This design comes from an exercise in tuning for small area, a short achievable clock period and few clock cycles per item on the open sky130 flow, not from production work. Power is estimated from default activity; no workload was simulated.

the previous run:
Design wildcard_byte_signature_scanner, start of the top module:
module wildcard_byte_signature_scanner (
  input  logic                           clk_i,
  input  logic                           rst_ni,
  input  logic                           cfg_we_i,
  input  logic [sbs_pkg::CfgIdxW-1:0]    cfg_index_i,
  input  logic [sbs_pkg::SigRegW-1:0]    cfg_data_i,
  input  logic                           in_valid_i,
  output logic                           in_stall_o,
  input  logic [7:0]                     data_byte_i,
  input  logic                           region_last_i,
  output logic                           out_valid_o,
  input  logic                           out_stall_i,
  output logic                           found_o,
  output logic [sbs_pkg::OffsetBits-1:0] match_offset_o
);
==> module wildcard_byte_signature_scanner, before the edit <==
module wildcard_byte_signature_scanner (
  input  logic                           clk_i,
  input  logic                           rst_ni,
  input  logic                           cfg_we_i,
  input  logic [sbs_pkg::CfgIdxW-1:0]    cfg_index_i,
  input  logic [sbs_pkg::SigRegW-1:0]    cfg_data_i,
  input  logic                           in_valid_i,
  output logic                           in_stall_o,
  input  logic [7:0]                     data_byte_i,
  input  logic                           region_last_i,
  output logic                           out_valid_o,
  input  logic                           out_stall_i,
  output logic                           found_o,
  output logic [sbs_pkg::OffsetBits-1:0] match_offset_o
);
  logic [sbs_pkg::MaxSigLen-1:0][7:0] sig;
  logic [sbs_pkg::SigRegs-1:0]        sig_wr;
  logic [sbs_pkg::MaxSigLen-1:0]      wild;
  logic [5:0]                         lm1_hi;
  logic [7:0]                         lm1_lo;
  logic        take;           
  logic        in_valid_q;     
  logic [7:0]  byte_q;
  logic        last_a_q;
  logic        step;           
  logic        held_q;         
  logic        last_q;         
  logic        reported_q;     
  logic        eval;           
  logic        match_end;
  logic        hit;
  logic        produce;
  logic        stall_q;
  logic        in_valid_d;
  logic        held_d;
  logic        out_valid_d;
  logic        out_valid_q;
  logic        found_q;
  assign take = in_valid_i && !stall_q;
  assign eval = held_q && !out_valid_q;
  assign step = in_valid_q && (!held_q || eval);
  sbs_cfg u_cfg (
    .clk_i       (clk_i),
    .rst_ni      (rst_ni),
    .cfg_we_i    (cfg_we_i),
    .cfg_index_i (cfg_index_i),
    .cfg_data_i  (cfg_data_i),
    .sig_o       (sig),
    .sig_wr_o    (sig_wr),
    .wild_o      (wild),
    .lm1_hi_o    (lm1_hi),
    .lm1_lo_o    (lm1_lo)
  );
  sbs_match u_match (
    .clk_i    (clk_i),
    .rst_ni   (rst_ni),
    .step_i   (step),
    .byte_i   (byte_q),
    .last_i   (last_a_q),
    .sig_i    (sig),
    .sig_wr_i (sig_wr),
    .wild_i   (wild),
    .lm1_hi_i (lm1_hi),
    .lm1_lo_i (lm1_lo),
    .end_o    (match_end)
  );
  logic [5:0]  lm1;            
  logic [5:0]  lp1;
  logic [31:0] ofs_init;       
  logic [31:0] ofs_last;       
  logic        first_c_q;      
  logic        sat_q;          
  logic [31:0] ofs_q;
  always_comb begin
    lm1 = '0;
    for (int h = 0; h < 6; h++) if (lm1_hi[h]) lm1[5:3] = lm1[5:3] | 3'(h);
    for (int l = 0; l < 8; l++) if (lm1_lo[l]) lm1[2:0] = lm1[2:0] | 3'(l);
  end
  assign lp1      = lm1 + 6'd2;
  assign ofs_init = 32'd0 - {26'd0, lm1};
  assign ofs_last = {26'h3ffffff, ~lp1};
  always_ff @(posedge clk_i) begin
    if (eval) begin
      if (last_q && !hit) begin
        ofs_q <= 32'd0;
      end else if (first_c_q) begin
        ofs_q <= ofs_init;
      end else begin
        ofs_q <= ofs_q + {31'd0, !sat_q};
      end
      sat_q <= !first_c_q && (sat_q || (ofs_q == ofs_last));
    end
  end
  assign hit         = match_end && !reported_q;
  assign produce     = hit || (last_q && !reported_q);
  assign in_valid_d  = take || (in_valid_q && !step);
  assign held_d      = step || (held_q && !eval);
  assign out_valid_d = eval ? produce : (out_valid_q && out_stall_i);
  always_ff @(posedge clk_i or negedge rst_ni) begin
    if (!rst_ni) begin
      in_valid_q  <= 1'b0;
      held_q      <= 1'b0;
      first_c_q   <= 1'b1;
      reported_q  <= 1'b0;
      out_valid_q <= 1'b0;
      stall_q     <= 1'b0;
    end else begin
      in_valid_q  <= in_valid_d;
      held_q      <= held_d;
      out_valid_q <= out_valid_d;
      stall_q     <= in_valid_d && held_d && out_valid_d;
      if (eval) begin
        first_c_q  <= last_q;
        reported_q <= !last_q && (reported_q || hit);
      end
    end
  end
  always_ff @(posedge clk_i) begin
    if (!stall_q) begin
      byte_q   <= data_byte_i;
      last_a_q <= region_last_i;
    end
    if (step) begin
      last_q <= last_a_q;
    end
    if (eval) begin
      found_q <= hit;
    end
  end
  assign in_stall_o     = stall_q;
  assign out_valid_o    = out_valid_q;
  assign found_o        = found_q;
  assign match_offset_o = ofs_q;
endmodule
export LEC_CHECK = 0
export ABC_CLOCK_PERIOD_IN_PS = 2500
export CAP_MARGIN = 30
export CORE_MARGIN = 2
export CORE_UTILIZATION = 60
export CTS_CLUSTER_DIAMETER = 80
export CTS_CLUSTER_SIZE = 30
export SETUP_SLACK_MARGIN = 3.3
export SLEW_MARGIN = 25
create_clock -name core_clock -period 5.5 [get_ports {clk_i}]
standard.sh (not shown) runs the stock make flow with config.mk's settings and CLKGATE_MAP_FILE= SYNTH_SCRIPT=/design/flow/synth_recipe.tcl, a recipe that flattens the netlist after the stock synthesis.
==> flow/flow/run.sh <==
#!/bin/bash
set -euo pipefail
export BUFFER_PORTS_ARGS="-buffer_cell sky130_fd_sc_hd__buf_2"
bash standard.sh > standard_flow.log 2>&1
> inputs changed (the previous run -> the current run)
-- flow/design.v --
<<< the previous run, line 199
      end else if (first_c_q) begin
        ofs_q <= ofs_init;
      end else begin
        ofs_q <= ofs_q + {31'd0, !sat_q};
      end
      sat_q <= !first_c_q && (sat_q || (ofs_q == ofs_last));
>>> the current run, line 199
      end else if (first_c_q) begin
        ofs_q <= ofs_init;
      end else if (!sat_q) begin
        ofs_q <= ofs_q + 32'd1;
      end
      sat_q <= !first_c_q && (sat_q || (ofs_q == ofs_last));
Notes after the runs:
| register clock-pin slew on the reported worst setup and hold paths | the current run vs the previous run | ≈ equal |. Lower worst-case hold slack goes to the previous run over the current run. Changes observed in the current run relative to the previous run: post-layout total power was more or less identical, design area was more or less identical, routed metal-1 wirelength went down by about 1.2%, logic gate share of total power went up by 1.2 points. Looking at share of the cycle needed by the critical path after routing across the current run and the previous run, the one that comes out lower is the current run. Delta (the current run minus the previous run): met3 usage went up; total wire length went down; clock-buffer cell count went down; clock network fraction of design power went down; post-cts gate resize count went up. Taking the previous run as the reference, in the current run growth of design area from synthesis to finish went down, reported clock group power shows a reduction of about 6%.
No functional check of the RTL was part of any run of this note.

[what the ideal ports hide]
The results above use ideal ports. As a check the final layouts listed here were re-extracted and re-timed, cells and wires unchanged.
Step 1 assumes that a clkbuf_16 drives the clock port and a buf_2 every other input.
Step 2 also shifts input and output timing later by t, the mid clock arrival at the registers, as if the neighbouring blocks saw the same clock.
Three values: ideal, step 1, step 2; two values: the first two.
run	t (ns)	setup slack, ns	clock arrival spread, ns	cell pins on the clock port's net
the previous run	0.676	3.028 / 2.980 / 2.675	0.025 / 0.025	1
the current run	0.656	3.168 / 3.110 / 2.714	0.040 / 0.040	1
After both steps setup and hold are still met in every run listed. For the current run, which loses most, drivers alone change the setup slack by -0.058 ns; drivers and shift together by -0.454 ns.
